Optimization exercise on an open flow, not production practice.
RTL: at most simulated, not proved equivalent.
Power: default activity.

==> flow/design.v (outline; a module is shown in full before it is edited, if it fits) <==
// module playback_rate_trim_controller: 922 lines
module playback_rate_trim_controller #(
  parameter int AVERAGE_LENGTH = 128
) (
  input  logic        clk,
  input  logic        rst,
  input  logic        in_valid,
  output logic        in_stall,
  input  logic [24:0] in_data,
  output logic        out_valid,
  input  logic        out_stall,
  output logic [34:0] out_data,
  input  logic        cfg_valid,
  output logic        cfg_ready,
  input  logic [1:0]  cfg_index,
  input  logic [15:0] cfg_data
);
  // ...
==> flow/run.sh <==
#!/bin/bash
# synth_recipe.tcl (not shown) runs the flow's synth.tcl, then flattens the netlist and writes it again
# the make line also repeats each setting of config.mk as NAME=value (left out here)
make -C /OpenROAD-flow-scripts/flow DESIGN_CONFIG=/design/flow/config.mk WORK_HOME=/design/flow/orfs CLKGATE_MAP_FILE= SYNTH_SCRIPT=/design/flow/synth_recipe.tcl finish
==> flow/config.mk <==
export PLATFORM = sky130hd
export DESIGN_NAME = playback_rate_trim_controller
export DESIGN_NICKNAME = playback_rate_trim_controller
export VERILOG_FILES = /design/flow/design.v
export SDC_FILE = /design/flow/constraint.sdc
export NUM_CORES = 4
export LEC_CHECK = 0
export ABC_CLOCK_PERIOD_IN_PS = 3000
export CAP_MARGIN = 20
export CORE_MARGIN = 2
export CORE_UTILIZATION = 60
export CTS_CLUSTER_DIAMETER = 80
export CTS_CLUSTER_SIZE = 24
export PLACE_DENSITY = 0.75
export SETUP_SLACK_MARGIN = 4.6
export SLEW_MARGIN = 20
==> flow/constraint.sdc <==
create_clock -name core_clock -period 8.0 [get_ports {clk}]
set_input_delay 1.6000 -clock core_clock [delete_from_list [all_inputs] [get_ports {clk}]]
set_output_delay 1.6000 -clock core_clock [all_outputs]
set_load 0.01 [all_outputs]
==> impl_metrics.tcl, run 1 <==
set metrics [dict create \
    hold_viol 0 \
    slew_headroom_pct 27.3 \
    wl_per_cell_um 21.3 \
    clk_latency_ns 0.83 \
    async_flop_share_pct 0 \
    synth_edf_count 2275 \
    tns_ns 0 \
    final_common_cell "edfxtp_1" \
    outcome "no timing/DRC/antenna violations" \
    yosys_warnings 2 \
    startpoint_type "flop" \
    post-route-period-util_pct 48.6 \
    pwr_density_cell_nw_per_um2 311 \
    area_growth_pct 10.6 \
    cp_data_required_time_ns 8.55 \
    multi_input_area_share_pct 24.4 \
    place_area_um2 104000 \
    crit_chain "buf_4, fa_2, a21o_1, a21oi_2, o21a_1, nor3_1, a41o_1, or4_4, a31o_1, a21oi_2, xnor2_1, ha_2, nand2_1, nand3_1, nor4_2, o21ai_1, or4_1" \
    endpoint_kind "flop" \
    regArea_um2 72400 \
    final.setup.worst_slack_ns 4.11 \
    flops_and_latches 2474 \
    h-tree-depth 4 \
    clkbuf_count 161 \
    maxPowerGroup "registers" \
    synth_common_cells "edfxtp_1 (2,275), ha_1 (519), inv_1 (396)" \
    synth.distinct_cells 78 \
    biggestCellCategory "registers" \
    placed_cells 8616 \
    timing.rr.end "ovf_s11" \
    switching_share_pct 31.4 \
    globalRouteMet2Util_pct 35.9 \
    yosys.area_share.simple_pct 5.07 \
    fin_cells 9026 \
    synth_xor_area_share_pct 2.16 \
    globalRouteOverflowTotal 0 \
    fin_total_pwr_mw 34.6 \
    hpwl_um 118000 \
    clk_pin_slew_ns 0.09 \
]
Testbench counts, summed over its fixed seeds: cycles 2,200, items 2,048.
==> module playback_rate_trim_controller, before the edit <==
module playback_rate_trim_controller #(
  parameter int AVERAGE_LENGTH = 128
) (
  input  logic        clk,
  input  logic        rst,
  input  logic        in_valid,
  output logic        in_stall,
  input  logic [24:0] in_data,
  output logic        out_valid,
  input  logic        out_stall,
  output logic [34:0] out_data,
  input  logic        cfg_valid,
  output logic        cfg_ready,
  input  logic [1:0]  cfg_index,
  input  logic [15:0] cfg_data
);
  localparam int HL = AVERAGE_LENGTH - 1;
  logic [6:0]  tgt;       
  logic [7:0]  tgt2;      
  logic [8:0]  tgt3;      
  logic [15:0] fpb;       
  logic [16:0] fpb2;      
  logic [17:0] fpb3;      
  logic [7:0]  fen1, fen2, fen3;   
  logic [15:0] gain;      
  logic [15:0] gain_hi;   
  logic [16:0] gain2;     
  logic [17:0] gain3;     
  logic [17:0] g3c;
  logic [8:0]  gh1, gh2, gh3;   
  logic [6:0]  cfg_t;
  logic [17:0] f3c;
  assign cfg_t = (cfg_data[6:0] == 7'd0) ? 7'd1 : cfg_data[6:0];
  assign fpb2  = {fpb, 1'b0};
  assign tgt2  = {tgt, 1'b0};
  assign f3c   = {2'b0, fpb} + {1'b0, fpb, 1'b0};
  assign gain2 = {gain, 1'b0};
  assign g3c   = {2'b0, gain} + {1'b0, gain, 1'b0};
  always_comb begin
    gain_hi[15] = gain[15];
    for (int i = 14; i >= 0; i--) gain_hi[i] = gain_hi[i+1] | gain[i];
    for (int j = 0; j < 9; j++) begin
      gh1[j] = (18'(gain) >> (20 - 2 * j)) != 18'd0;
      gh2[j] = (18'(gain2) >> (20 - 2 * j)) != 18'd0;
      gh3[j] = (gain3 >> (20 - 2 * j)) != 18'd0;
    end
  end
  assign cfg_ready = 1'b1;
  always_ff @(posedge clk) begin
    if (rst) begin
      tgt  <= 7'd50;
      fpb  <= 16'd441;
      gain <= 16'd6554;
    end else if (cfg_valid) begin
      case (cfg_index)
        2'd0: tgt  <= cfg_t;
        2'd1: fpb  <= cfg_data;
        2'd2: gain <= cfg_data;
        default: begin
        end
      endcase
    end
  end
  always_ff @(posedge clk) begin
    tgt3 <= {2'b0, tgt} + {1'b0, tgt, 1'b0};
    fpb3 <= f3c;
    gain3 <= g3c;
    for (int s = 0; s < 8; s++) begin
      fen1[s] <= (fpb != 16'd0) && ((18'(fpb) >> (2 * s + 2)) == 18'd0);
      fen2[s] <= (fpb != 16'd0) && ((18'(fpb2) >> (2 * s + 2)) == 18'd0);
      fen3[s] <= (fpb != 16'd0) && ((f3c >> (2 * s + 2)) == 18'd0);
    end
  end
  logic       run;
  logic       in_take;
  logic [7:0]  occ_in;
  logic [15:0] dly_in;
  assign in_take  = in_valid & run & ~rst;
  assign dly_in   = in_data[0] ? in_data[16:1] : 16'd0;
  assign occ_in   = in_data[0] ? in_data[24:17] : {1'b0, tgt};
  logic        x_v;     
  logic [13:0] x_d;     
  logic        x_cl;    
  logic [0:0] v_s1;
  always_ff @(posedge clk) if (rst) v_s1 <= 1'b0; else if (run) v_s1 <= in_take;
  logic [7:0] occ_s1;
  always_ff @(posedge clk) if (run) occ_s1 <= occ_in;
  logic [15:0] dr_s1;
  always_ff @(posedge clk) if (run) dr_s1 <= dly_in;
  logic [1:0] rsh_1;
  assign rsh_1 = dr_s1[15:14];
  logic [2:0] t1_2;
  assign t1_2 = {1'b0, rsh_1} - {1'b0, fpb[1:0]};
  logic [0:0] n1_3;
  assign n1_3 = fen1[0] & ~t1_2[2];
  logic [2:0] t2_4;
  assign t2_4 = {1'b0, rsh_1} - {1'b0, fpb2[1:0]};
  logic [0:0] n2_5;
  assign n2_5 = fen2[0] & ~t2_4[2];
  logic [2:0] t3_6;
  assign t3_6 = {1'b0, rsh_1} - {1'b0, fpb3[1:0]};
  logic [0:0] n3_7;
  assign n3_7 = fen3[0] & ~t3_6[2];
  logic [1:0] rem_8;
  assign rem_8 = n3_7 ? t3_6[1:0] : n2_5 ? t2_4[1:0] : n1_3 ? t1_2[1:0] : rsh_1;
  logic [1:0] q1_9;
  assign q1_9 = {n2_5, n3_7 | (n1_3 & ~n2_5)};
  logic [13:0] dr_10;
  assign dr_10 = dr_s1[13:0];
  logic [3:0] rsh_11;
  assign rsh_11 = {rem_8, dr_10[13:12]};
  logic [4:0] t1_12;
  assign t1_12 = {1'b0, rsh_11} - {1'b0, fpb[3:0]};
  logic [0:0] n1_13;
  assign n1_13 = fen1[1] & ~t1_12[4];
  logic [4:0] t2_14;
  assign t2_14 = {1'b0, rsh_11} - {1'b0, fpb2[3:0]};
  logic [0:0] n2_15;
  assign n2_15 = fen2[1] & ~t2_14[4];
  logic [4:0] t3_16;
  assign t3_16 = {1'b0, rsh_11} - {1'b0, fpb3[3:0]};
  logic [0:0] n3_17;
  assign n3_17 = fen3[1] & ~t3_16[4];
  logic [3:0] rem_18;
  assign rem_18 = n3_17 ? t3_16[3:0] : n2_15 ? t2_14[3:0] : n1_13 ? t1_12[3:0] : rsh_11;
  logic [3:0] q1_19;
  assign q1_19 = {q1_9, {n2_15, n3_17 | (n1_13 & ~n2_15)}};
  logic [11:0] dr_20;
  assign dr_20 = dr_10[11:0];
  logic [0:0] v_s2;
  always_ff @(posedge clk) if (rst) v_s2 <= 1'b0; else if (run) v_s2 <= v_s1;
  logic [7:0] occ_s2;
  always_ff @(posedge clk) if (run) occ_s2 <= occ_s1;
  logic [11:0] dr_s2;
  always_ff @(posedge clk) if (run) dr_s2 <= dr_20;
  logic [3:0] rem_s2;
  always_ff @(posedge clk) if (run) rem_s2 <= rem_18;
  logic [3:0] q1_s2;
  always_ff @(posedge clk) if (run) q1_s2 <= q1_19;
  logic [5:0] rsh_21;
  assign rsh_21 = {rem_s2, dr_s2[11:10]};
  logic [6:0] t1_22;
  assign t1_22 = {1'b0, rsh_21} - {1'b0, fpb[5:0]};
  logic [0:0] n1_23;
  assign n1_23 = fen1[2] & ~t1_22[6];
  logic [6:0] t2_24;
  assign t2_24 = {1'b0, rsh_21} - {1'b0, fpb2[5:0]};
  logic [0:0] n2_25;
  assign n2_25 = fen2[2] & ~t2_24[6];
  logic [6:0] t3_26;
  assign t3_26 = {1'b0, rsh_21} - {1'b0, fpb3[5:0]};
  logic [0:0] n3_27;
  assign n3_27 = fen3[2] & ~t3_26[6];
  logic [5:0] rem_28;
  assign rem_28 = n3_27 ? t3_26[5:0] : n2_25 ? t2_24[5:0] : n1_23 ? t1_22[5:0] : rsh_21;
  logic [5:0] q1_29;
  assign q1_29 = {q1_s2, {n2_25, n3_27 | (n1_23 & ~n2_25)}};
  logic [9:0] dr_30;
  assign dr_30 = dr_s2[9:0];
  logic [0:0] v_s3;
  always_ff @(posedge clk) if (rst) v_s3 <= 1'b0; else if (run) v_s3 <= v_s2;
  logic [7:0] occ_s3;
  always_ff @(posedge clk) if (run) occ_s3 <= occ_s2;
  logic [9:0] dr_s3;
  always_ff @(posedge clk) if (run) dr_s3 <= dr_30;
  logic [5:0] rem_s3;
  always_ff @(posedge clk) if (run) rem_s3 <= rem_28;
  logic [5:0] q1_s3;
  always_ff @(posedge clk) if (run) q1_s3 <= q1_29;
  logic [7:0] rsh_31;
  assign rsh_31 = {rem_s3, dr_s3[9:8]};
  logic [8:0] t1_32;
  assign t1_32 = {1'b0, rsh_31} - {1'b0, fpb[7:0]};
  logic [0:0] n1_33;
  assign n1_33 = fen1[3] & ~t1_32[8];
  logic [8:0] t2_34;
  assign t2_34 = {1'b0, rsh_31} - {1'b0, fpb2[7:0]};
  logic [0:0] n2_35;
  assign n2_35 = fen2[3] & ~t2_34[8];
  logic [8:0] t3_36;
  assign t3_36 = {1'b0, rsh_31} - {1'b0, fpb3[7:0]};
  logic [0:0] n3_37;
  assign n3_37 = fen3[3] & ~t3_36[8];
  logic [7:0] rem_38;
  assign rem_38 = n3_37 ? t3_36[7:0] : n2_35 ? t2_34[7:0] : n1_33 ? t1_32[7:0] : rsh_31;
  logic [7:0] q1_39;
  assign q1_39 = {q1_s3, {n2_35, n3_37 | (n1_33 & ~n2_35)}};
  logic [7:0] dr_40;
  assign dr_40 = dr_s3[7:0];
  logic [0:0] v_s4;
  always_ff @(posedge clk) if (rst) v_s4 <= 1'b0; else if (run) v_s4 <= v_s3;
  logic [7:0] occ_s4;
  always_ff @(posedge clk) if (run) occ_s4 <= occ_s3;
  logic [7:0] dr_s4;
  always_ff @(posedge clk) if (run) dr_s4 <= dr_40;
  logic [7:0] rem_s4;
  always_ff @(posedge clk) if (run) rem_s4 <= rem_38;
  logic [7:0] q1_s4;
  always_ff @(posedge clk) if (run) q1_s4 <= q1_39;
  logic [9:0] rsh_41;
  assign rsh_41 = {rem_s4, dr_s4[7:6]};
  logic [10:0] t1_42;
  assign t1_42 = {1'b0, rsh_41} - {1'b0, fpb[9:0]};
  logic [0:0] n1_43;
  assign n1_43 = fen1[4] & ~t1_42[10];
  logic [10:0] t2_44;
  assign t2_44 = {1'b0, rsh_41} - {1'b0, fpb2[9:0]};
  logic [0:0] n2_45;
  assign n2_45 = fen2[4] & ~t2_44[10];
  logic [10:0] t3_46;
  assign t3_46 = {1'b0, rsh_41} - {1'b0, fpb3[9:0]};
  logic [0:0] n3_47;
  assign n3_47 = fen3[4] & ~t3_46[10];
  logic [9:0] rem_48;
  assign rem_48 = n3_47 ? t3_46[9:0] : n2_45 ? t2_44[9:0] : n1_43 ? t1_42[9:0] : rsh_41;
  logic [9:0] q1_49;
  assign q1_49 = {q1_s4, {n2_45, n3_47 | (n1_43 & ~n2_45)}};
  logic [5:0] dr_50;
  assign dr_50 = dr_s4[5:0];
  logic [0:0] v_s5;
  always_ff @(posedge clk) if (rst) v_s5 <= 1'b0; else if (run) v_s5 <= v_s4;
  logic [7:0] occ_s5;
  always_ff @(posedge clk) if (run) occ_s5 <= occ_s4;
  logic [5:0] dr_s5;
  always_ff @(posedge clk) if (run) dr_s5 <= dr_50;
  logic [9:0] rem_s5;
  always_ff @(posedge clk) if (run) rem_s5 <= rem_48;
  logic [9:0] q1_s5;
  always_ff @(posedge clk) if (run) q1_s5 <= q1_49;
  logic [11:0] rsh_51;
  assign rsh_51 = {rem_s5, dr_s5[5:4]};
  logic [12:0] t1_52;
  assign t1_52 = {1'b0, rsh_51} - {1'b0, fpb[11:0]};
  logic [0:0] n1_53;
  assign n1_53 = fen1[5] & ~t1_52[12];
  logic [12:0] t2_54;
  assign t2_54 = {1'b0, rsh_51} - {1'b0, fpb2[11:0]};
  logic [0:0] n2_55;
  assign n2_55 = fen2[5] & ~t2_54[12];
  logic [12:0] t3_56;
  assign t3_56 = {1'b0, rsh_51} - {1'b0, fpb3[11:0]};
  logic [0:0] n3_57;
  assign n3_57 = fen3[5] & ~t3_56[12];
  logic [11:0] rem_58;
  assign rem_58 = n3_57 ? t3_56[11:0] : n2_55 ? t2_54[11:0] : n1_53 ? t1_52[11:0] : rsh_51;
  logic [11:0] q1_59;
  assign q1_59 = {q1_s5, {n2_55, n3_57 | (n1_53 & ~n2_55)}};
  logic [3:0] dr_60;
  assign dr_60 = dr_s5[3:0];
  logic [0:0] v_s6;
  always_ff @(posedge clk) if (rst) v_s6 <= 1'b0; else if (run) v_s6 <= v_s5;
  logic [7:0] occ_s6;
  always_ff @(posedge clk) if (run) occ_s6 <= occ_s5;
  logic [3:0] dr_s6;
  always_ff @(posedge clk) if (run) dr_s6 <= dr_60;
  logic [11:0] rem_s6;
  always_ff @(posedge clk) if (run) rem_s6 <= rem_58;
  logic [11:0] q1_s6;
  always_ff @(posedge clk) if (run) q1_s6 <= q1_59;
  logic [13:0] rsh_61;
  assign rsh_61 = {rem_s6, dr_s6[3:2]};
  logic [14:0] t1_62;
  assign t1_62 = {1'b0, rsh_61} - {1'b0, fpb[13:0]};
  logic [0:0] n1_63;
  assign n1_63 = fen1[6] & ~t1_62[14];
  logic [14:0] t2_64;
  assign t2_64 = {1'b0, rsh_61} - {1'b0, fpb2[13:0]};
  logic [0:0] n2_65;
  assign n2_65 = fen2[6] & ~t2_64[14];
  logic [14:0] t3_66;
  assign t3_66 = {1'b0, rsh_61} - {1'b0, fpb3[13:0]};
  logic [0:0] n3_67;
  assign n3_67 = fen3[6] & ~t3_66[14];
  logic [13:0] rem_68;
  assign rem_68 = n3_67 ? t3_66[13:0] : n2_65 ? t2_64[13:0] : n1_63 ? t1_62[13:0] : rsh_61;
  logic [13:0] q1_69;
  assign q1_69 = {q1_s6, {n2_65, n3_67 | (n1_63 & ~n2_65)}};
  logic [1:0] dr_70;
  assign dr_70 = dr_s6[1:0];
  logic [8:0] e_71;
  assign e_71 = {2'b0, tgt} - ((occ_s6[7] & |occ_s6[6:0]) ? 9'd128 : {1'b0, occ_s6});
  logic [0:0] v_s7;
  always_ff @(posedge clk) if (rst) v_s7 <= 1'b0; else if (run) v_s7 <= v_s6;
  logic [1:0] dr_s7;
  always_ff @(posedge clk) if (run) dr_s7 <= dr_70;
  logic [13:0] rem_s7;
  always_ff @(posedge clk) if (run) rem_s7 <= rem_68;
  logic [13:0] q1_s7;
  always_ff @(posedge clk) if (run) q1_s7 <= q1_69;
  logic [8:0] e_s7;
  always_ff @(posedge clk) if (run) e_s7 <= e_71;
  logic [15:0] rsh_72;
  assign rsh_72 = {rem_s7, dr_s7[1:0]};
  logic [16:0] t1_73;
  assign t1_73 = {1'b0, rsh_72} - {1'b0, fpb[15:0]};
  logic [0:0] n1_74;
  assign n1_74 = fen1[7] & ~t1_73[16];
  logic [16:0] t2_75;
  assign t2_75 = {1'b0, rsh_72} - {1'b0, fpb2[15:0]};
  logic [0:0] n2_76;
  assign n2_76 = fen2[7] & ~t2_75[16];
  logic [16:0] t3_77;
  assign t3_77 = {1'b0, rsh_72} - {1'b0, fpb3[15:0]};
  logic [0:0] n3_78;
  assign n3_78 = fen3[7] & ~t3_77[16];
  logic [15:0] q1_79;
  assign q1_79 = {q1_s7, {n2_76, n3_78 | (n1_74 & ~n2_76)}};
  logic [0:0] v_s8;
  always_ff @(posedge clk) if (rst) v_s8 <= 1'b0; else if (run) v_s8 <= v_s7;
  logic [15:0] q1_s8;
  always_ff @(posedge clk) if (run) q1_s8 <= q1_79;
  logic [8:0] e_s8;
  always_ff @(posedge clk) if (run) e_s8 <= e_s7;
  logic [17:0] xp_80;
  assign xp_80 = {2'b0, q1_s8} - {{9{e_s8[8]}}, e_s8};
  logic [17:0] xn_81;
  assign xn_81 = {{9{e_s8[8]}}, e_s8} - {2'b0, q1_s8};
  logic [0:0] above_82;
  assign above_82 = xn_81[17];
  logic [16:0] diff_83;
  assign diff_83 = xn_81[17] ? xp_80[16:0] : xn_81[16:0];
  logic [0:0] v_s9;
  always_ff @(posedge clk) if (rst) v_s9 <= 1'b0; else if (run) v_s9 <= v_s8;
  logic [0:0] above_s9;
  always_ff @(posedge clk) if (run) above_s9 <= above_82;
  logic [16:0] diff_s9;
  always_ff @(posedge clk) if (run) diff_s9 <= diff_83;
  wire pp_1 = ~diff_s9[1] & diff_s9[0];
  wire pp_2 = diff_s9[1] & ~diff_s9[0];
  wire pp_3 = diff_s9[1] & diff_s9[0];
  wire pp_4 = (pp_1 & gain[0]) | (pp_2 & gain2[0]) | (pp_3 & gain3[0]);
  wire pp_5 = (pp_1 & gain[1]) | (pp_2 & gain2[1]) | (pp_3 & gain3[1]);
  wire pp_6 = (pp_1 & gain[2]) | (pp_2 & gain2[2]) | (pp_3 & gain3[2]);
  wire pp_7 = (pp_1 & gain[3]) | (pp_2 & gain2[3]) | (pp_3 & gain3[3]);
  wire pp_8 = (pp_1 & gain[4]) | (pp_2 & gain2[4]) | (pp_3 & gain3[4]);
  wire pp_9 = (pp_1 & gain[5]) | (pp_2 & gain2[5]) | (pp_3 & gain3[5]);
  wire pp_10 = (pp_1 & gain[6]) | (pp_2 & gain2[6]) | (pp_3 & gain3[6]);
  wire pp_11 = (pp_1 & gain[7]) | (pp_2 & gain2[7]) | (pp_3 & gain3[7]);
  wire pp_12 = (pp_1 & gain[8]) | (pp_2 & gain2[8]) | (pp_3 & gain3[8]);
  wire pp_13 = (pp_1 & gain[9]) | (pp_2 & gain2[9]) | (pp_3 & gain3[9]);
  wire pp_14 = (pp_1 & gain[10]) | (pp_2 & gain2[10]) | (pp_3 & gain3[10]);
  wire pp_15 = (pp_1 & gain[11]) | (pp_2 & gain2[11]) | (pp_3 & gain3[11]);
  wire pp_16 = (pp_1 & gain[12]) | (pp_2 & gain2[12]) | (pp_3 & gain3[12]);
  wire pp_17 = (pp_1 & gain[13]) | (pp_2 & gain2[13]) | (pp_3 & gain3[13]);
  wire pp_18 = (pp_1 & gain[14]) | (pp_2 & gain2[14]) | (pp_3 & gain3[14]);
  wire pp_19 = (pp_1 & gain[15]) | (pp_2 & gain2[15]) | (pp_3 & gain3[15]);
  wire pp_20 = (pp_2 & gain2[16]) | (pp_3 & gain3[16]);
  wire pp_21 = (pp_3 & gain3[17]);
  wire pp_22 = ~diff_s9[3] & diff_s9[2];
  wire pp_23 = diff_s9[3] & ~diff_s9[2];
  wire pp_24 = diff_s9[3] & diff_s9[2];
  wire pp_25 = (pp_22 & gain[0]) | (pp_23 & gain2[0]) | (pp_24 & gain3[0]);
  wire pp_26 = (pp_22 & gain[1]) | (pp_23 & gain2[1]) | (pp_24 & gain3[1]);
  wire pp_27 = (pp_22 & gain[2]) | (pp_23 & gain2[2]) | (pp_24 & gain3[2]);
  wire pp_28 = (pp_22 & gain[3]) | (pp_23 & gain2[3]) | (pp_24 & gain3[3]);
  wire pp_29 = (pp_22 & gain[4]) | (pp_23 & gain2[4]) | (pp_24 & gain3[4]);
  wire pp_30 = (pp_22 & gain[5]) | (pp_23 & gain2[5]) | (pp_24 & gain3[5]);
  wire pp_31 = (pp_22 & gain[6]) | (pp_23 & gain2[6]) | (pp_24 & gain3[6]);
  wire pp_32 = (pp_22 & gain[7]) | (pp_23 & gain2[7]) | (pp_24 & gain3[7]);
  wire pp_33 = (pp_22 & gain[8]) | (pp_23 & gain2[8]) | (pp_24 & gain3[8]);
  wire pp_34 = (pp_22 & gain[9]) | (pp_23 & gain2[9]) | (pp_24 & gain3[9]);
  wire pp_35 = (pp_22 & gain[10]) | (pp_23 & gain2[10]) | (pp_24 & gain3[10]);
  wire pp_36 = (pp_22 & gain[11]) | (pp_23 & gain2[11]) | (pp_24 & gain3[11]);
  wire pp_37 = (pp_22 & gain[12]) | (pp_23 & gain2[12]) | (pp_24 & gain3[12]);
  wire pp_38 = (pp_22 & gain[13]) | (pp_23 & gain2[13]) | (pp_24 & gain3[13]);
  wire pp_39 = (pp_22 & gain[14]) | (pp_23 & gain2[14]) | (pp_24 & gain3[14]);
  wire pp_40 = (pp_22 & gain[15]) | (pp_23 & gain2[15]) | (pp_24 & gain3[15]);
  wire pp_41 = (pp_23 & gain2[16]) | (pp_24 & gain3[16]);
  wire pp_42 = (pp_24 & gain3[17]);
  wire pp_43 = ~diff_s9[5] & diff_s9[4];
  wire pp_44 = diff_s9[5] & ~diff_s9[4];
  wire pp_45 = diff_s9[5] & diff_s9[4];
  wire pp_46 = (pp_43 & gain[0]) | (pp_44 & gain2[0]) | (pp_45 & gain3[0]);
  wire pp_47 = (pp_43 & gain[1]) | (pp_44 & gain2[1]) | (pp_45 & gain3[1]);
  wire pp_48 = (pp_43 & gain[2]) | (pp_44 & gain2[2]) | (pp_45 & gain3[2]);
  wire pp_49 = (pp_43 & gain[3]) | (pp_44 & gain2[3]) | (pp_45 & gain3[3]);
  wire pp_50 = (pp_43 & gain[4]) | (pp_44 & gain2[4]) | (pp_45 & gain3[4]);
  wire pp_51 = (pp_43 & gain[5]) | (pp_44 & gain2[5]) | (pp_45 & gain3[5]);
  wire pp_52 = (pp_43 & gain[6]) | (pp_44 & gain2[6]) | (pp_45 & gain3[6]);
  wire pp_53 = (pp_43 & gain[7]) | (pp_44 & gain2[7]) | (pp_45 & gain3[7]);
  wire pp_54 = (pp_43 & gain[8]) | (pp_44 & gain2[8]) | (pp_45 & gain3[8]);
  wire pp_55 = (pp_43 & gain[9]) | (pp_44 & gain2[9]) | (pp_45 & gain3[9]);
  wire pp_56 = (pp_43 & gain[10]) | (pp_44 & gain2[10]) | (pp_45 & gain3[10]);
  wire pp_57 = (pp_43 & gain[11]) | (pp_44 & gain2[11]) | (pp_45 & gain3[11]);
  wire pp_58 = (pp_43 & gain[12]) | (pp_44 & gain2[12]) | (pp_45 & gain3[12]);
  wire pp_59 = (pp_43 & gain[13]) | (pp_44 & gain2[13]) | (pp_45 & gain3[13]);
  wire pp_60 = (pp_43 & gain[14]) | (pp_44 & gain2[14]) | (pp_45 & gain3[14]);
  wire pp_61 = (pp_43 & gain[15]) | (pp_44 & gain2[15]) | (pp_45 & gain3[15]);
  wire pp_62 = ~diff_s9[7] & diff_s9[6];
  wire pp_63 = diff_s9[7] & ~diff_s9[6];
  wire pp_64 = diff_s9[7] & diff_s9[6];
  wire pp_65 = (pp_62 & gain[0]) | (pp_63 & gain2[0]) | (pp_64 & gain3[0]);
  wire pp_66 = (pp_62 & gain[1]) | (pp_63 & gain2[1]) | (pp_64 & gain3[1]);
  wire pp_67 = (pp_62 & gain[2]) | (pp_63 & gain2[2]) | (pp_64 & gain3[2]);
  wire pp_68 = (pp_62 & gain[3]) | (pp_63 & gain2[3]) | (pp_64 & gain3[3]);
  wire pp_69 = (pp_62 & gain[4]) | (pp_63 & gain2[4]) | (pp_64 & gain3[4]);
  wire pp_70 = (pp_62 & gain[5]) | (pp_63 & gain2[5]) | (pp_64 & gain3[5]);
  wire pp_71 = (pp_62 & gain[6]) | (pp_63 & gain2[6]) | (pp_64 & gain3[6]);
  wire pp_72 = (pp_62 & gain[7]) | (pp_63 & gain2[7]) | (pp_64 & gain3[7]);
  wire pp_73 = (pp_62 & gain[8]) | (pp_63 & gain2[8]) | (pp_64 & gain3[8]);
  wire pp_74 = (pp_62 & gain[9]) | (pp_63 & gain2[9]) | (pp_64 & gain3[9]);
  wire pp_75 = (pp_62 & gain[10]) | (pp_63 & gain2[10]) | (pp_64 & gain3[10]);
  wire pp_76 = (pp_62 & gain[11]) | (pp_63 & gain2[11]) | (pp_64 & gain3[11]);
  wire pp_77 = (pp_62 & gain[12]) | (pp_63 & gain2[12]) | (pp_64 & gain3[12]);
  wire pp_78 = (pp_62 & gain[13]) | (pp_63 & gain2[13]) | (pp_64 & gain3[13]);
  wire pp_79 = ~diff_s9[9] & diff_s9[8];
  wire pp_80 = diff_s9[9] & ~diff_s9[8];
  wire pp_81 = diff_s9[9] & diff_s9[8];
  wire pp_82 = (pp_79 & gain[0]) | (pp_80 & gain2[0]) | (pp_81 & gain3[0]);
  wire pp_83 = (pp_79 & gain[1]) | (pp_80 & gain2[1]) | (pp_81 & gain3[1]);
  wire pp_84 = (pp_79 & gain[2]) | (pp_80 & gain2[2]) | (pp_81 & gain3[2]);
  wire pp_85 = (pp_79 & gain[3]) | (pp_80 & gain2[3]) | (pp_81 & gain3[3]);
  wire pp_86 = (pp_79 & gain[4]) | (pp_80 & gain2[4]) | (pp_81 & gain3[4]);
  wire pp_87 = (pp_79 & gain[5]) | (pp_80 & gain2[5]) | (pp_81 & gain3[5]);
  wire pp_88 = (pp_79 & gain[6]) | (pp_80 & gain2[6]) | (pp_81 & gain3[6]);
  wire pp_89 = (pp_79 & gain[7]) | (pp_80 & gain2[7]) | (pp_81 & gain3[7]);
  wire pp_90 = (pp_79 & gain[8]) | (pp_80 & gain2[8]) | (pp_81 & gain3[8]);
  wire pp_91 = (pp_79 & gain[9]) | (pp_80 & gain2[9]) | (pp_81 & gain3[9]);
  wire pp_92 = (pp_79 & gain[10]) | (pp_80 & gain2[10]) | (pp_81 & gain3[10]);
  wire pp_93 = (pp_79 & gain[11]) | (pp_80 & gain2[11]) | (pp_81 & gain3[11]);
  wire pp_94 = ~diff_s9[11] & diff_s9[10];
  wire pp_95 = diff_s9[11] & ~diff_s9[10];
  wire pp_96 = diff_s9[11] & diff_s9[10];
  wire pp_97 = (pp_94 & gain[0]) | (pp_95 & gain2[0]) | (pp_96 & gain3[0]);
  wire pp_98 = (pp_94 & gain[1]) | (pp_95 & gain2[1]) | (pp_96 & gain3[1]);
  wire pp_99 = (pp_94 & gain[2]) | (pp_95 & gain2[2]) | (pp_96 & gain3[2]);
  wire pp_100 = (pp_94 & gain[3]) | (pp_95 & gain2[3]) | (pp_96 & gain3[3]);
  wire pp_101 = (pp_94 & gain[4]) | (pp_95 & gain2[4]) | (pp_96 & gain3[4]);
  wire pp_102 = (pp_94 & gain[5]) | (pp_95 & gain2[5]) | (pp_96 & gain3[5]);
  wire pp_103 = (pp_94 & gain[6]) | (pp_95 & gain2[6]) | (pp_96 & gain3[6]);
  wire pp_104 = (pp_94 & gain[7]) | (pp_95 & gain2[7]) | (pp_96 & gain3[7]);
  wire pp_105 = (pp_94 & gain[8]) | (pp_95 & gain2[8]) | (pp_96 & gain3[8]);
  wire pp_106 = (pp_94 & gain[9]) | (pp_95 & gain2[9]) | (pp_96 & gain3[9]);
  wire pp_107 = ~diff_s9[13] & diff_s9[12];
  wire pp_108 = diff_s9[13] & ~diff_s9[12];
  wire pp_109 = diff_s9[13] & diff_s9[12];
  wire pp_110 = (pp_107 & gain[0]) | (pp_108 & gain2[0]) | (pp_109 & gain3[0]);
  wire pp_111 = (pp_107 & gain[1]) | (pp_108 & gain2[1]) | (pp_109 & gain3[1]);
  wire pp_112 = (pp_107 & gain[2]) | (pp_108 & gain2[2]) | (pp_109 & gain3[2]);
  wire pp_113 = (pp_107 & gain[3]) | (pp_108 & gain2[3]) | (pp_109 & gain3[3]);
  wire pp_114 = (pp_107 & gain[4]) | (pp_108 & gain2[4]) | (pp_109 & gain3[4]);
  wire pp_115 = (pp_107 & gain[5]) | (pp_108 & gain2[5]) | (pp_109 & gain3[5]);
  wire pp_116 = (pp_107 & gain[6]) | (pp_108 & gain2[6]) | (pp_109 & gain3[6]);
  wire pp_117 = (pp_107 & gain[7]) | (pp_108 & gain2[7]) | (pp_109 & gain3[7]);
  wire pp_118 = ~diff_s9[15] & diff_s9[14];
  wire pp_119 = diff_s9[15] & ~diff_s9[14];
  wire pp_120 = diff_s9[15] & diff_s9[14];
  wire pp_121 = (pp_118 & gain[0]) | (pp_119 & gain2[0]) | (pp_120 & gain3[0]);
  wire pp_122 = (pp_118 & gain[1]) | (pp_119 & gain2[1]) | (pp_120 & gain3[1]);
  wire pp_123 = (pp_118 & gain[2]) | (pp_119 & gain2[2]) | (pp_120 & gain3[2]);
  wire pp_124 = (pp_118 & gain[3]) | (pp_119 & gain2[3]) | (pp_120 & gain3[3]);
  wire pp_125 = (pp_118 & gain[4]) | (pp_119 & gain2[4]) | (pp_120 & gain3[4]);
  wire pp_126 = (pp_118 & gain[5]) | (pp_119 & gain2[5]) | (pp_120 & gain3[5]);
  wire pp_127 = diff_s9[16] & gain[0];
  wire pp_128 = diff_s9[16] & gain[1];
  wire pp_129 = diff_s9[16] & gain[2];
  wire pp_130 = diff_s9[16] & gain[3];
  wire pp_131 = pp_16 ^ pp_35;
  wire pp_132 = pp_16 & pp_35;
  wire pp_133 = pp_17 ^ pp_36 ^ pp_55;
  wire pp_134 = (pp_17 & pp_36) | (pp_17 & pp_55) | (pp_36 & pp_55);
  wire pp_135 = pp_18 ^ pp_37 ^ pp_56;
  wire pp_136 = (pp_18 & pp_37) | (pp_18 & pp_56) | (pp_37 & pp_56);
  wire pp_137 = pp_73 ^ pp_88;
  wire pp_138 = pp_73 & pp_88;
  wire pp_139 = pp_19 ^ pp_38 ^ pp_57;
  wire pp_140 = (pp_19 & pp_38) | (pp_19 & pp_57) | (pp_38 & pp_57);
  wire pp_141 = pp_74 ^ pp_89 ^ pp_102;
  wire pp_142 = (pp_74 & pp_89) | (pp_74 & pp_102) | (pp_89 & pp_102);
  wire pp_143 = pp_20 ^ pp_39 ^ pp_58;
  wire pp_144 = (pp_20 & pp_39) | (pp_20 & pp_58) | (pp_39 & pp_58);
  wire pp_145 = pp_75 ^ pp_90 ^ pp_103;
  wire pp_146 = (pp_75 & pp_90) | (pp_75 & pp_103) | (pp_90 & pp_103);
  wire pp_147 = pp_114 ^ pp_123;
  wire pp_148 = pp_114 & pp_123;
  wire pp_149 = pp_21 ^ pp_40 ^ pp_59;
  wire pp_150 = (pp_21 & pp_40) | (pp_21 & pp_59) | (pp_40 & pp_59);
  wire pp_151 = pp_76 ^ pp_91 ^ pp_104;
  wire pp_152 = (pp_76 & pp_91) | (pp_76 & pp_104) | (pp_91 & pp_104);
  wire pp_153 = pp_115 ^ pp_124 ^ pp_128;
  wire pp_154 = (pp_115 & pp_124) | (pp_115 & pp_128) | (pp_124 & pp_128);
  wire pp_155 = pp_41 ^ pp_60 ^ pp_77;
  wire pp_156 = (pp_41 & pp_60) | (pp_41 & pp_77) | (pp_60 & pp_77);
  wire pp_157 = pp_92 ^ pp_105 ^ pp_116;
  wire pp_158 = (pp_92 & pp_105) | (pp_92 & pp_116) | (pp_105 & pp_116);
  wire pp_159 = pp_125 ^ pp_129;
  wire pp_160 = pp_125 & pp_129;
  wire pp_161 = pp_42 ^ pp_61 ^ pp_78;
  wire pp_162 = (pp_42 & pp_61) | (pp_42 & pp_78) | (pp_61 & pp_78);
  wire pp_163 = pp_93 ^ pp_106 ^ pp_117;
  wire pp_164 = (pp_93 & pp_106) | (pp_93 & pp_117) | (pp_106 & pp_117);
  wire pp_165 = pp_126 ^ pp_130;
  wire pp_166 = pp_126 & pp_130;
  wire pp_167 = pp_12 ^ pp_31;
  wire pp_168 = pp_12 & pp_31;
  wire pp_169 = pp_13 ^ pp_32 ^ pp_51;
  wire pp_170 = (pp_13 & pp_32) | (pp_13 & pp_51) | (pp_32 & pp_51);
  wire pp_171 = pp_14 ^ pp_33 ^ pp_52;
  wire pp_172 = (pp_14 & pp_33) | (pp_14 & pp_52) | (pp_33 & pp_52);
  wire pp_173 = pp_69 ^ pp_84;
  wire pp_174 = pp_69 & pp_84;
  wire pp_175 = pp_15 ^ pp_34 ^ pp_53;
  wire pp_176 = (pp_15 & pp_34) | (pp_15 & pp_53) | (pp_34 & pp_53);
  wire pp_177 = pp_70 ^ pp_85 ^ pp_98;
  wire pp_178 = (pp_70 & pp_85) | (pp_70 & pp_98) | (pp_85 & pp_98);
  wire pp_179 = pp_131 ^ pp_54 ^ pp_71;
  wire pp_180 = (pp_131 & pp_54) | (pp_131 & pp_71) | (pp_54 & pp_71);
  wire pp_181 = pp_86 ^ pp_99 ^ pp_110;
  wire pp_182 = (pp_86 & pp_99) | (pp_86 & pp_110) | (pp_99 & pp_110);
  wire pp_183 = pp_132 ^ pp_133 ^ pp_72;
  wire pp_184 = (pp_132 & pp_133) | (pp_132 & pp_72) | (pp_133 & pp_72);
  wire pp_185 = pp_87 ^ pp_100 ^ pp_111;
  wire pp_186 = (pp_87 & pp_100) | (pp_87 & pp_111) | (pp_100 & pp_111);
  wire pp_187 = pp_134 ^ pp_135 ^ pp_137;
  wire pp_188 = (pp_134 & pp_135) | (pp_134 & pp_137) | (pp_135 & pp_137);
  wire pp_189 = pp_101 ^ pp_112 ^ pp_121;
  wire pp_190 = (pp_101 & pp_112) | (pp_101 & pp_121) | (pp_112 & pp_121);
  wire pp_191 = pp_136 ^ pp_138 ^ pp_139;
  wire pp_192 = (pp_136 & pp_138) | (pp_136 & pp_139) | (pp_138 & pp_139);
  wire pp_193 = pp_141 ^ pp_113 ^ pp_122;
  wire pp_194 = (pp_141 & pp_113) | (pp_141 & pp_122) | (pp_113 & pp_122);
  wire pp_195 = pp_140 ^ pp_142 ^ pp_143;
  wire pp_196 = (pp_140 & pp_142) | (pp_140 & pp_143) | (pp_142 & pp_143);
  wire pp_197 = pp_145 ^ pp_147 ^ pp_127;
  wire pp_198 = (pp_145 & pp_147) | (pp_145 & pp_127) | (pp_147 & pp_127);
  wire pp_199 = pp_144 ^ pp_146 ^ pp_148;
  wire pp_200 = (pp_144 & pp_146) | (pp_144 & pp_148) | (pp_146 & pp_148);
  wire pp_201 = pp_149 ^ pp_151 ^ pp_153;
  wire pp_202 = (pp_149 & pp_151) | (pp_149 & pp_153) | (pp_151 & pp_153);
  wire pp_203 = pp_150 ^ pp_152 ^ pp_154;
  wire pp_204 = (pp_150 & pp_152) | (pp_150 & pp_154) | (pp_152 & pp_154);
  wire pp_205 = pp_155 ^ pp_157 ^ pp_159;
  wire pp_206 = (pp_155 & pp_157) | (pp_155 & pp_159) | (pp_157 & pp_159);
  wire pp_207 = pp_156 ^ pp_158 ^ pp_160;
  wire pp_208 = (pp_156 & pp_158) | (pp_156 & pp_160) | (pp_158 & pp_160);
  wire pp_209 = pp_161 ^ pp_163 ^ pp_165;
  wire pp_210 = (pp_161 & pp_163) | (pp_161 & pp_165) | (pp_163 & pp_165);
  wire pp_211 = pp_162 ^ pp_164;
  wire pp_212 = pp_162 & pp_164;
  wire pp_213 = pp_10 ^ pp_29;
  wire pp_214 = pp_10 & pp_29;
  wire pp_215 = pp_11 ^ pp_30 ^ pp_49;
  wire pp_216 = (pp_11 & pp_30) | (pp_11 & pp_49) | (pp_30 & pp_49);
  wire pp_217 = pp_167 ^ pp_50 ^ pp_67;
  wire pp_218 = (pp_167 & pp_50) | (pp_167 & pp_67) | (pp_50 & pp_67);
  wire pp_219 = pp_168 ^ pp_169 ^ pp_68;
  wire pp_220 = (pp_168 & pp_169) | (pp_168 & pp_68) | (pp_169 & pp_68);
  wire pp_221 = pp_170 ^ pp_171 ^ pp_173;
  wire pp_222 = (pp_170 & pp_171) | (pp_170 & pp_173) | (pp_171 & pp_173);
  wire pp_223 = pp_172 ^ pp_174 ^ pp_175;
  wire pp_224 = (pp_172 & pp_174) | (pp_172 & pp_175) | (pp_174 & pp_175);
  wire pp_225 = pp_176 ^ pp_178 ^ pp_179;
  wire pp_226 = (pp_176 & pp_178) | (pp_176 & pp_179) | (pp_178 & pp_179);
  wire pp_227 = pp_180 ^ pp_182 ^ pp_183;
  wire pp_228 = (pp_180 & pp_182) | (pp_180 & pp_183) | (pp_182 & pp_183);
  wire pp_229 = pp_184 ^ pp_186 ^ pp_187;
  wire pp_230 = (pp_184 & pp_186) | (pp_184 & pp_187) | (pp_186 & pp_187);
  wire pp_231 = pp_188 ^ pp_190 ^ pp_191;
  wire pp_232 = (pp_188 & pp_190) | (pp_188 & pp_191) | (pp_190 & pp_191);
  wire pp_233 = pp_192 ^ pp_194 ^ pp_195;
  wire pp_234 = (pp_192 & pp_194) | (pp_192 & pp_195) | (pp_194 & pp_195);
  wire pp_235 = pp_196 ^ pp_198 ^ pp_199;
  wire pp_236 = (pp_196 & pp_198) | (pp_196 & pp_199) | (pp_198 & pp_199);
  wire pp_237 = pp_200 ^ pp_202 ^ pp_203;
  wire pp_238 = (pp_200 & pp_202) | (pp_200 & pp_203) | (pp_202 & pp_203);
  wire pp_239 = pp_204 ^ pp_206 ^ pp_207;
  wire pp_240 = (pp_204 & pp_206) | (pp_204 & pp_207) | (pp_206 & pp_207);
  wire pp_241 = pp_208 ^ pp_210 ^ pp_211;
  wire pp_242 = (pp_208 & pp_210) | (pp_208 & pp_211) | (pp_210 & pp_211);
  wire pp_243 = pp_8 ^ pp_27;
  wire pp_244 = pp_8 & pp_27;
  wire pp_245 = pp_9 ^ pp_28 ^ pp_47;
  wire pp_246 = (pp_9 & pp_28) | (pp_9 & pp_47) | (pp_28 & pp_47);
  wire pp_247 = pp_213 ^ pp_48 ^ pp_65;
  wire pp_248 = (pp_213 & pp_48) | (pp_213 & pp_65) | (pp_48 & pp_65);
  wire pp_249 = pp_214 ^ pp_215 ^ pp_66;
  wire pp_250 = (pp_214 & pp_215) | (pp_214 & pp_66) | (pp_215 & pp_66);
  wire pp_251 = pp_216 ^ pp_217 ^ pp_82;
  wire pp_252 = (pp_216 & pp_217) | (pp_216 & pp_82) | (pp_217 & pp_82);
  wire pp_253 = pp_218 ^ pp_219 ^ pp_83;
  wire pp_254 = (pp_218 & pp_219) | (pp_218 & pp_83) | (pp_219 & pp_83);
  wire pp_255 = pp_220 ^ pp_221 ^ pp_97;
  wire pp_256 = (pp_220 & pp_221) | (pp_220 & pp_97) | (pp_221 & pp_97);
  wire pp_257 = pp_222 ^ pp_223 ^ pp_177;
  wire pp_258 = (pp_222 & pp_223) | (pp_222 & pp_177) | (pp_223 & pp_177);
  wire pp_259 = pp_224 ^ pp_225 ^ pp_181;
  wire pp_260 = (pp_224 & pp_225) | (pp_224 & pp_181) | (pp_225 & pp_181);
  wire pp_261 = pp_226 ^ pp_227 ^ pp_185;
  wire pp_262 = (pp_226 & pp_227) | (pp_226 & pp_185) | (pp_227 & pp_185);
  wire pp_263 = pp_228 ^ pp_229 ^ pp_189;
  wire pp_264 = (pp_228 & pp_229) | (pp_228 & pp_189) | (pp_229 & pp_189);
  wire pp_265 = pp_230 ^ pp_231 ^ pp_193;
  wire pp_266 = (pp_230 & pp_231) | (pp_230 & pp_193) | (pp_231 & pp_193);
  wire pp_267 = pp_232 ^ pp_233 ^ pp_197;
  wire pp_268 = (pp_232 & pp_233) | (pp_232 & pp_197) | (pp_233 & pp_197);
  wire pp_269 = pp_234 ^ pp_235 ^ pp_201;
  wire pp_270 = (pp_234 & pp_235) | (pp_234 & pp_201) | (pp_235 & pp_201);
  wire pp_271 = pp_236 ^ pp_237 ^ pp_205;
  wire pp_272 = (pp_236 & pp_237) | (pp_236 & pp_205) | (pp_237 & pp_205);
  wire pp_273 = pp_238 ^ pp_239 ^ pp_209;
  wire pp_274 = (pp_238 & pp_239) | (pp_238 & pp_209) | (pp_239 & pp_209);
  wire pp_275 = pp_240 ^ pp_241 ^ pp_166;
  wire pp_276 = (pp_240 & pp_241) | (pp_240 & pp_166) | (pp_241 & pp_166);
  wire pp_277 = pp_242 ^ pp_212;
  wire pp_278 = pp_242 & pp_212;
  logic [22:0] mr0_84;
  assign mr0_84 = {pp_278, pp_276, pp_274, pp_272, pp_270, pp_268, pp_266, pp_264, pp_262, pp_260, pp_258, pp_256, pp_254, pp_252, pp_250, pp_248, pp_246, pp_244, pp_243, pp_7, pp_6, pp_5, pp_4};
  logic [22:0] mr1_85;
  assign mr1_85 = {1'b0, pp_277, pp_275, pp_273, pp_271, pp_269, pp_267, pp_265, pp_263, pp_261, pp_259, pp_257, pp_255, pp_253, pp_251, pp_249, pp_247, pp_245, pp_46, pp_26, pp_25, 1'b0, 1'b0};
  logic [0:0] bighi_86;
  assign bighi_86 = (pp_1 & gh1[0]) | (pp_2 & gh2[0]) | (pp_3 & gh3[0]) | (pp_22 & gh1[1]) | (pp_23 & gh2[1]) | (pp_24 & gh3[1]) | (pp_43 & gh1[2]) | (pp_44 & gh2[2]) | (pp_45 & gh3[2]) | (pp_62 & gh1[3]) | (pp_63 & gh2[3]) | (pp_64 & gh3[3]) | (pp_79 & gh1[4]) | (pp_80 & gh2[4]) | (pp_81 & gh3[4]) | (pp_94 & gh1[5]) | (pp_95 & gh2[5]) | (pp_96 & gh3[5]) | (pp_107 & gh1[6]) | (pp_108 & gh2[6]) | (pp_109 & gh3[6]) | (pp_118 & gh1[7]) | (pp_119 & gh2[7]) | (pp_120 & gh3[7]) | (diff_s9[16] & gh1[8]);
  logic [0:0] v_s10;
  always_ff @(posedge clk) if (rst) v_s10 <= 1'b0; else if (run) v_s10 <= v_s9;
  logic [0:0] above_s10;
  always_ff @(posedge clk) if (run) above_s10 <= above_s9;
  logic [22:0] mr0_s10;
  always_ff @(posedge clk) if (run) mr0_s10 <= mr0_84;
  logic [22:0] mr1_s10;
  always_ff @(posedge clk) if (run) mr1_s10 <= mr1_85;
  logic [0:0] bighi_s10;
  always_ff @(posedge clk) if (run) bighi_s10 <= bighi_86;
  logic [23:0] p_87;
  assign p_87 = {1'b0, {mr0_s10[22], mr0_s10[21], mr0_s10[20], mr0_s10[19], mr0_s10[18], mr0_s10[17], mr0_s10[16], mr0_s10[15], mr0_s10[14], mr0_s10[13], mr0_s10[12], mr0_s10[11], mr0_s10[10], mr0_s10[9], mr0_s10[8], mr0_s10[7], mr0_s10[6], mr0_s10[5], mr0_s10[4], mr0_s10[3], mr0_s10[2], mr0_s10[1], mr0_s10[0]}} + {1'b0, {mr1_s10[22], mr1_s10[21], mr1_s10[20], mr1_s10[19], mr1_s10[18], mr1_s10[17], mr1_s10[16], mr1_s10[15], mr1_s10[14], mr1_s10[13], mr1_s10[12], mr1_s10[11], mr1_s10[10], mr1_s10[9], mr1_s10[8], mr1_s10[7], mr1_s10[6], mr1_s10[5], mr1_s10[4], mr1_s10[3], mr1_s10[2], mr1_s10[1], mr1_s10[0]}};
  logic [0:0] big_88;
  assign big_88 = bighi_s10 | (|p_87[23:20]);
  logic [19:0] pl_89;
  assign pl_89 = p_87[19:0];
  logic [6:0] r2_90;
  assign r2_90 = pl_89[19:13];
  logic [0:0] ovf_91;
  assign ovf_91 = (r2_90 >= tgt) | big_88;
  logic [12:0] pr_92;
  assign pr_92 = pl_89[12:0];
  logic [0:0] v_s11;
  always_ff @(posedge clk) if (rst) v_s11 <= 1'b0; else if (run) v_s11 <= v_s10;
  logic [0:0] above_s11;
  always_ff @(posedge clk) if (run) above_s11 <= above_s10;
  logic [6:0] r2_s11;
  always_ff @(posedge clk) if (run) r2_s11 <= r2_90;
  logic [0:0] ovf_s11;
  always_ff @(posedge clk) if (run) ovf_s11 <= ovf_91;
  logic [12:0] pr_s11;
  always_ff @(posedge clk) if (run) pr_s11 <= pr_92;
  logic [8:0] rsh_93;
  assign rsh_93 = {r2_s11, pr_s11[12:11]};
  logic [9:0] t1_94;
  assign t1_94 = {1'b0, rsh_93} - 10'(tgt);
  logic [0:0] n1_95;
  assign n1_95 = ~t1_94[9];
  logic [9:0] t2_96;
  assign t2_96 = {1'b0, rsh_93} - 10'(tgt2);
  logic [0:0] n2_97;
  assign n2_97 = ~t2_96[9];
  logic [9:0] t3_98;
  assign t3_98 = {1'b0, rsh_93} - 10'(tgt3);
  logic [0:0] n3_99;
  assign n3_99 = ~t3_98[9];
  logic [6:0] r2_100;
  assign r2_100 = n3_99 ? t3_98[6:0] : n2_97 ? t2_96[6:0] : n1_95 ? t1_94[6:0] : rsh_93[6:0];
  logic [10:0] pr_101;
  assign pr_101 = pr_s11[10:0];
  logic [1:0] q2_102;
  assign q2_102 = {n2_97, n3_99 | (n1_95 & ~n2_97)};
  logic [0:0] v_s12;
  always_ff @(posedge clk) if (rst) v_s12 <= 1'b0; else if (run) v_s12 <= v_s11;
  logic [0:0] above_s12;
  always_ff @(posedge clk) if (run) above_s12 <= above_s11;
  logic [6:0] r2_s12;
  always_ff @(posedge clk) if (run) r2_s12 <= r2_100;
  logic [0:0] ovf_s12;
  always_ff @(posedge clk) if (run) ovf_s12 <= ovf_s11;
  logic [10:0] pr_s12;
  always_ff @(posedge clk) if (run) pr_s12 <= pr_101;
  logic [1:0] q2_s12;
  always_ff @(posedge clk) if (run) q2_s12 <= q2_102;
  logic [8:0] rsh_103;
  assign rsh_103 = {r2_s12, pr_s12[10:9]};
  logic [9:0] t1_104;
  assign t1_104 = {1'b0, rsh_103} - 10'(tgt);
  logic [0:0] n1_105;
  assign n1_105 = ~t1_104[9];
  logic [9:0] t2_106;
  assign t2_106 = {1'b0, rsh_103} - 10'(tgt2);
  logic [0:0] n2_107;
  assign n2_107 = ~t2_106[9];
  logic [9:0] t3_108;
  assign t3_108 = {1'b0, rsh_103} - 10'(tgt3);
  logic [0:0] n3_109;
  assign n3_109 = ~t3_108[9];
  logic [6:0] r2_110;
  assign r2_110 = n3_109 ? t3_108[6:0] : n2_107 ? t2_106[6:0] : n1_105 ? t1_104[6:0] : rsh_103[6:0];
  logic [8:0] pr_111;
  assign pr_111 = pr_s12[8:0];
  logic [3:0] q2_112;
  assign q2_112 = {q2_s12, {n2_107, n3_109 | (n1_105 & ~n2_107)}};
  logic [0:0] v_s13;
  always_ff @(posedge clk) if (rst) v_s13 <= 1'b0; else if (run) v_s13 <= v_s12;
  logic [0:0] above_s13;
  always_ff @(posedge clk) if (run) above_s13 <= above_s12;
  logic [6:0] r2_s13;
  always_ff @(posedge clk) if (run) r2_s13 <= r2_110;
  logic [0:0] ovf_s13;
  always_ff @(posedge clk) if (run) ovf_s13 <= ovf_s12;
  logic [8:0] pr_s13;
  always_ff @(posedge clk) if (run) pr_s13 <= pr_111;
  logic [3:0] q2_s13;
  always_ff @(posedge clk) if (run) q2_s13 <= q2_112;
  logic [8:0] rsh_113;
  assign rsh_113 = {r2_s13, pr_s13[8:7]};
  logic [9:0] t1_114;
  assign t1_114 = {1'b0, rsh_113} - 10'(tgt);
  logic [0:0] n1_115;
  assign n1_115 = ~t1_114[9];
  logic [9:0] t2_116;
  assign t2_116 = {1'b0, rsh_113} - 10'(tgt2);
  logic [0:0] n2_117;
  assign n2_117 = ~t2_116[9];
  logic [9:0] t3_118;
  assign t3_118 = {1'b0, rsh_113} - 10'(tgt3);
  logic [0:0] n3_119;
  assign n3_119 = ~t3_118[9];
  logic [6:0] r2_120;
  assign r2_120 = n3_119 ? t3_118[6:0] : n2_117 ? t2_116[6:0] : n1_115 ? t1_114[6:0] : rsh_113[6:0];
  logic [6:0] pr_121;
  assign pr_121 = pr_s13[6:0];
  logic [5:0] q2_122;
  assign q2_122 = {q2_s13, {n2_117, n3_119 | (n1_115 & ~n2_117)}};
  logic [0:0] v_s14;
  always_ff @(posedge clk) if (rst) v_s14 <= 1'b0; else if (run) v_s14 <= v_s13;
  logic [0:0] above_s14;
  always_ff @(posedge clk) if (run) above_s14 <= above_s13;
  logic [6:0] r2_s14;
  always_ff @(posedge clk) if (run) r2_s14 <= r2_120;
  logic [0:0] ovf_s14;
  always_ff @(posedge clk) if (run) ovf_s14 <= ovf_s13;
  logic [6:0] pr_s14;
  always_ff @(posedge clk) if (run) pr_s14 <= pr_121;
  logic [5:0] q2_s14;
  always_ff @(posedge clk) if (run) q2_s14 <= q2_122;
  logic [8:0] rsh_123;
  assign rsh_123 = {r2_s14, pr_s14[6:5]};
  logic [9:0] t1_124;
  assign t1_124 = {1'b0, rsh_123} - 10'(tgt);
  logic [0:0] n1_125;
  assign n1_125 = ~t1_124[9];
  logic [9:0] t2_126;
  assign t2_126 = {1'b0, rsh_123} - 10'(tgt2);
  logic [0:0] n2_127;
  assign n2_127 = ~t2_126[9];
  logic [9:0] t3_128;
  assign t3_128 = {1'b0, rsh_123} - 10'(tgt3);
  logic [0:0] n3_129;
  assign n3_129 = ~t3_128[9];
  logic [6:0] r2_130;
  assign r2_130 = n3_129 ? t3_128[6:0] : n2_127 ? t2_126[6:0] : n1_125 ? t1_124[6:0] : rsh_123[6:0];
  logic [4:0] pr_131;
  assign pr_131 = pr_s14[4:0];
  logic [7:0] q2_132;
  assign q2_132 = {q2_s14, {n2_127, n3_129 | (n1_125 & ~n2_127)}};
  logic [0:0] v_s15;
  always_ff @(posedge clk) if (rst) v_s15 <= 1'b0; else if (run) v_s15 <= v_s14;
  logic [0:0] above_s15;
  always_ff @(posedge clk) if (run) above_s15 <= above_s14;
  logic [6:0] r2_s15;
  always_ff @(posedge clk) if (run) r2_s15 <= r2_130;
  logic [0:0] ovf_s15;
  always_ff @(posedge clk) if (run) ovf_s15 <= ovf_s14;
  logic [4:0] pr_s15;
  always_ff @(posedge clk) if (run) pr_s15 <= pr_131;
  logic [7:0] q2_s15;
  always_ff @(posedge clk) if (run) q2_s15 <= q2_132;
  logic [8:0] rsh_133;
  assign rsh_133 = {r2_s15, pr_s15[4:3]};
  logic [9:0] t1_134;
  assign t1_134 = {1'b0, rsh_133} - 10'(tgt);
  logic [0:0] n1_135;
  assign n1_135 = ~t1_134[9];
  logic [9:0] t2_136;
  assign t2_136 = {1'b0, rsh_133} - 10'(tgt2);
  logic [0:0] n2_137;
  assign n2_137 = ~t2_136[9];
  logic [9:0] t3_138;
  assign t3_138 = {1'b0, rsh_133} - 10'(tgt3);
  logic [0:0] n3_139;
  assign n3_139 = ~t3_138[9];
  logic [6:0] r2_140;
  assign r2_140 = n3_139 ? t3_138[6:0] : n2_137 ? t2_136[6:0] : n1_135 ? t1_134[6:0] : rsh_133[6:0];
  logic [2:0] pr_141;
  assign pr_141 = pr_s15[2:0];
  logic [9:0] q2_142;
  assign q2_142 = {q2_s15, {n2_137, n3_139 | (n1_135 & ~n2_137)}};
  logic [0:0] v_s16;
  always_ff @(posedge clk) if (rst) v_s16 <= 1'b0; else if (run) v_s16 <= v_s15;
  logic [0:0] above_s16;
  always_ff @(posedge clk) if (run) above_s16 <= above_s15;
  logic [6:0] r2_s16;
  always_ff @(posedge clk) if (run) r2_s16 <= r2_140;
  logic [0:0] ovf_s16;
  always_ff @(posedge clk) if (run) ovf_s16 <= ovf_s15;
  logic [2:0] pr_s16;
  always_ff @(posedge clk) if (run) pr_s16 <= pr_141;
  logic [9:0] q2_s16;
  always_ff @(posedge clk) if (run) q2_s16 <= q2_142;
  logic [8:0] rsh_143;
  assign rsh_143 = {r2_s16, pr_s16[2:1]};
  logic [9:0] t1_144;
  assign t1_144 = {1'b0, rsh_143} - 10'(tgt);
  logic [0:0] n1_145;
  assign n1_145 = ~t1_144[9];
  logic [9:0] t2_146;
  assign t2_146 = {1'b0, rsh_143} - 10'(tgt2);
  logic [0:0] n2_147;
  assign n2_147 = ~t2_146[9];
  logic [9:0] t3_148;
  assign t3_148 = {1'b0, rsh_143} - 10'(tgt3);
  logic [0:0] n3_149;
  assign n3_149 = ~t3_148[9];
  logic [6:0] r2_150;
  assign r2_150 = n3_149 ? t3_148[6:0] : n2_147 ? t2_146[6:0] : n1_145 ? t1_144[6:0] : rsh_143[6:0];
  logic [0:0] pr_151;
  assign pr_151 = pr_s16[0:0];
  logic [11:0] q2_152;
  assign q2_152 = {q2_s16, {n2_147, n3_149 | (n1_145 & ~n2_147)}};
  logic [0:0] v_s17;
  always_ff @(posedge clk) if (rst) v_s17 <= 1'b0; else if (run) v_s17 <= v_s16;
  logic [0:0] above_s17;
  always_ff @(posedge clk) if (run) above_s17 <= above_s16;
  logic [6:0] r2_s17;
  always_ff @(posedge clk) if (run) r2_s17 <= r2_150;
  logic [0:0] ovf_s17;
  always_ff @(posedge clk) if (run) ovf_s17 <= ovf_s16;
  logic [0:0] pr_s17;
  always_ff @(posedge clk) if (run) pr_s17 <= pr_151;
  logic [11:0] q2_s17;
  always_ff @(posedge clk) if (run) q2_s17 <= q2_152;
  logic [7:0] rsh_153;
  assign rsh_153 = {r2_s17, pr_s17[0]};
  logic [8:0] t1_154;
  assign t1_154 = {1'b0, rsh_153} - 9'(tgt);
  logic [0:0] qb_155;
  assign qb_155 = ~t1_154[8];
  logic [0:0] cl_156;
  assign cl_156 = ovf_s17 | (q2_s17 > 12'd3277) | ((q2_s17 == 12'd3277) & qb_155);
  logic [12:0] hn_157;
  assign hn_157 = 13'd0 - {1'b0, q2_s17};
  logic [13:0] neg_158;
  assign neg_158 = qb_155 ? {1'b1, ~q2_s17, 1'b1} : {hn_157, 1'b0};
  logic [13:0] dd_159;
  assign dd_159 = cl_156 ? (above_s17 ? -14'sd6554 : 14'd6554) : (above_s17 ? neg_158 : {1'b0, q2_s17, qb_155});
  logic [0:0] v_s18;
  always_ff @(posedge clk) if (rst) v_s18 <= 1'b0; else if (run) v_s18 <= v_s17;
  logic [0:0] cl_s18;
  always_ff @(posedge clk) if (run) cl_s18 <= cl_156;
  logic [13:0] dd_s18;
  always_ff @(posedge clk) if (run) dd_s18 <= dd_159;
  assign x_v  = v_s18;
  assign x_d  = dd_s18;
  assign x_cl = cl_s18;
  logic [13:0] hist [HL];
  logic [6:0]  fill;      
  logic [20:0] dsum;      
  logic [20:0] dsum_nx;
  logic        push;
  assign push    = x_v & run;
  assign dsum_nx = dsum + {{7{x_d[13]}}, x_d} - {{7{hist[HL-1][13]}}, hist[HL-1]};
  always_ff @(posedge clk) begin
    if (push) begin
      hist[0] <= x_d;
      for (int i = 1; i < HL - 1; i++) hist[i] <= hist[i-1];
    end
  end
  always_ff @(posedge clk) begin
    if (rst) begin
      fill       <= 7'd0;
      dsum       <= 21'd0;
      hist[HL-1] <= 14'd0;
    end else if (push) begin
      if (fill != 7'(HL - 1)) fill <= fill + 7'd1;
      hist[HL-1] <= (fill == 7'(HL - 1)) ? hist[HL-2] : 14'd0;
      dsum       <= dsum_nx;
    end
  end
  logic [28:0] x_res, k_res;
  logic [34:0] o_res;
  logic        o_v, k_v;
  logic        take;
  logic        stall_q;
  assign x_res = {dsum_nx[20:7], x_d, x_cl};
  assign take  = o_v & ~out_stall;
  logic [28:0] o_nx;
  assign o_nx = k_v ? k_res : x_res;
  always_ff @(posedge clk) begin
    if (rst) begin
      o_v     <= 1'b0;
      k_v     <= 1'b0;
      run     <= 1'b1;
      stall_q <= 1'b0;
    end else begin
      if (o_v && !take) begin
        if (!k_v) k_v <= push;
        run     <= ~(k_v | push);
        stall_q <= k_v | push;
      end else begin
        o_v     <= k_v | push;
        k_v     <= k_v & push;
        run     <= 1'b1;
        stall_q <= 1'b0;
      end
    end
  end
  always_ff @(posedge clk) begin
    if (o_v && !take) begin
      if (!k_v) k_res <= x_res;
    end else begin
      o_res <= {~o_nx[28], {2{o_nx[28]}}, o_nx[28:15], ~o_nx[14], {2{o_nx[14]}}, o_nx[14:1], o_nx[0]};
      k_res <= x_res;
    end
  end
  assign in_stall  = stall_q;
  assign out_valid = o_v;
  assign out_data  = o_res;
endmodule
==> inputs of run 2 (changes only) <==
--- a/flow/design.v
+++ b/flow/design.v
@@ -856,13 +856,15 @@
   assign x_v  = v_s18;
   assign x_d  = dd_s18;
   assign x_cl = cl_s18;
-  logic [13:0] hist [HL];
+  logic [13:0] hist [HL-1];
   logic [6:0]  fill;      
-  logic [20:0] dsum;      
-  logic [20:0] dsum_nx;
+  logic [13:0] nx_old;    
+  logic [20:0] dsum_m;
+  logic [20:0] dsum_nx;   
   logic        push;
   assign push    = x_v & run;
-  assign dsum_nx = dsum + {{7{x_d[13]}}, x_d} - {{7{hist[HL-1][13]}}, hist[HL-1]};
+  assign nx_old  = (fill == 7'(HL - 1)) ? hist[HL-2] : 14'd0;
+  assign dsum_nx = dsum_m + {{7{x_d[13]}}, x_d};
   always_ff @(posedge clk) begin
     if (push) begin
       hist[0] <= x_d;
@@ -871,13 +873,11 @@
   end
   always_ff @(posedge clk) begin
     if (rst) begin
-      fill       <= 7'd0;
-      dsum       <= 21'd0;
-      hist[HL-1] <= 14'd0;
+      fill   <= 7'd0;
+      dsum_m <= 21'd0;
     end else if (push) begin
       if (fill != 7'(HL - 1)) fill <= fill + 7'd1;
-      hist[HL-1] <= (fill == 7'(HL - 1)) ? hist[HL-2] : 14'd0;
-      dsum       <= dsum_nx;
+      dsum_m <= dsum_m + {{7{x_d[13]}}, x_d} - {{7{nx_old[13]}}, nx_old};
     end
   end
   logic [28:0] x_res, k_res;
==> impl_metrics.tcl, run 2 <==
set metrics [dict create \
    clk_pin_slew_ns 0.09 \
    hold_viol 0 \
    via_per_inst 5.71 \
    grt_pass1_vias 49300 \
    reg2reg_depth 20 \
    syn_inst 6316 \
    port_buffers 84 \
    endpoint_kind "flop" \
    synth_xor_area_share_pct 2.29 \
    pwr_density_cell_nw_per_um2 307 \
    post-route-period-util_pct 50.4 \
    grt_antenna_before_repair 2 \
    ant_nets 0 \
    synth_fa_ha_area_share_pct 8.95 \
    final_common_cell "edfxtp_1" \
    outcome "no timing/DRC/antenna violations" \
    wl_per_cell_um 20.9 \
    h-tree-depth 4 \
    clk_latency_ns 0.82 \
    place_area_um2 103000 \
    drt-total-wl_um 185000 \
    synthFlopType "edfxtp_1" \
    hpwl_um 114000 \
    synthMuxAreaShare_pct 2.03 \
    cts_root_buf "clkbuf_16" \
    drv_cap 0 \
    switching_share_pct 31.0 \
    arrival_ns 4.78 \
    design.core.area_um2 165000 \
    layout_common_cells "edfxtp_1 (2,275), ha_1 (516), nand2_1 (405)" \
    hold_buffers 0 \
    largest-register "hist" \
    regToRegStartpoint "dd_s18[1]" \
    period_needed_ns 4.03 \
    switching_power_mw 10.5 \
    cp_max_fo 3 \
    synth_top_family_by_area "adder cells" \
    fillers 11300 \
    maxSlewViolCount 0 \
    slew_headroom_pct 31.6 \
    yosys.area.top_type "edfxtp_1" \
    ys_seq_area_share_pct 72.3 \
    layout-drive-gt1-share_pct 11.1 \
    area_growth_pct 10.7 \
    tns_ns 0 \
    largest_reg_flops 1764 \
    startpoint_type "flop" \
    via_count 50700 \
    synth_edf_count 2275 \
    cts_buffers 132 \
    grt_setup_unrepaired "true" \
    yosys.area_share.simple_pct 5.25 \
    dr.pass1.iters 6 \
    synth.distinct_cells 86 \
    synth_common_cells "edfxtp_1 (2,275), ha_1 (537), nand2_1 (409)" \
    drt-initial-drc-count 4326 \
    num-nets-final 7322 \
    synth_seq_cells 2460 \
    intPower_mw 23.4 \
    yosys_warnings 2 \
    async_flop_share_pct 0 \
    gp_congestion 0.886 \
    fmax_mhz 248 \
    globalRouteOverflowTotal 0 \
    boundaryPins 86 \
    groute.usage.overall_pct 21.7 \
    start_util_pct 60.4 \
    cp_data_required_time_ns 8.74 \
    hp-class "flop to flop" \
    worst_slew_pin_slew_ns 1.03 \
    syn_area_um2 99700 \
]
-- run 2: cell types whose count changed after synthesis, sizes merged, moves of 16 or more --
cell,previous run,this run
a21o,111,127
a21oi,327,265
fa,128,110
ha,519,537
inv,396,321
mux2i,162,105
nand2,378,409
o211ai,41,62
o21ai,350,377
-- run 2: area by class of cell --
cell class                 count  area [um^2]  share of cell area, %
timing repair buffer         312         3050                   2.76
tap                         2189         2740                   2.48
sequential                  2460        72100                   65.3
clock inverter                39          553                  0.501
inverter                     326         1280                   1.16
clock buffer                 160         3510                   3.18
multi-input combinational   3395        27100                   24.6
-- run 2: timing repair --
item / 4_1_cts / 5_1_grt
cloned: 3 / 5
gates resized for setup: 173 / 201
pin swaps: 82 / 94
buffers inserted: 87 / 66
endpoints found under the setup margin: 175 / 234
-- run 2: worst max-delay path, stage by stage, from the launching register on --
cell       delay (ns)
edfxtp_1         0.42
ha_1             0.31
a21o_1           0.19
a21o_1           0.20
a2111oi_4        0.36
nor2_1           0.09
nor2_2           0.15
o21bai_1         0.08
a21oi_1          0.16
xnor2_1          0.18
ha_1             0.32
a21oi_2          0.20
nand3_1          0.09
a311o_1          0.34
nand2_1          0.08
o21ai_2          0.08
a21oi_2          0.19
o21ai_1          0.10
xor2_1           0.17
nand2_1          0.09
a21oi_2          0.17
-- run 2: worst paths after layout --
kind         slack, ns     endpoint
max               3.97   dsum_m[18]
min               0.41  hist[78][0]
max reg2reg       3.97   dsum_m[18]
min reg2reg       0.41  hist[78][0]
-- run 2: logic make-up after synthesis --
kind of cell,after synthesis
simple gates,1115
other cells,1
fa+ha+maj,647
buf+inv,461
xor+xnor,261
flops,2460
mux,191
compound gates,1180
-- run 2: power groups by stage --
stage	logic [mW]	registers (mW)	clock network (mW)
floorplan	7.07	15.9	0
global placement	8.83	16.5	0
detailed placement	9.05	16.5	0
CTS	9.84	16.0	7.57
global route	11.8	16.1	7.95
finish	10.5	16.1	7.30
-- run 2: routing by layer --
| metal | part of all wire, % | global-route usage (%) | vias to the layer above |
|---|---|---|---|
| met1 | 47 | 32.4 | 25200 |
| met5 | 0 | 0 | - |
| li1 | - | - | 24100 |
| met4 | 2.7 | 6.38 | 0 |
| met3 | 4.2 | 2.79 | 276 |
| met2 | 47 | 33.8 | 1125 |
-- run 2: through the flow --
stage	worst slack (ns)	hold WS (ns)	total power, mW	instances
3_3_place_gp	3.58	0.401	25.3	8519
4_1_cts	4.14	0.398	33.5	8808
3_5_place_dp	3.44	0.405	25.5	8519
6_report	3.97	0.405	33.9	8881
5_1_grt	3.69	0.416	35.9	8881
2_1_floorplan	-1.05	0.353	23.0	6316
Testbench counts of run 2, summed over its fixed seeds: cycles 2,200, items 2,048.
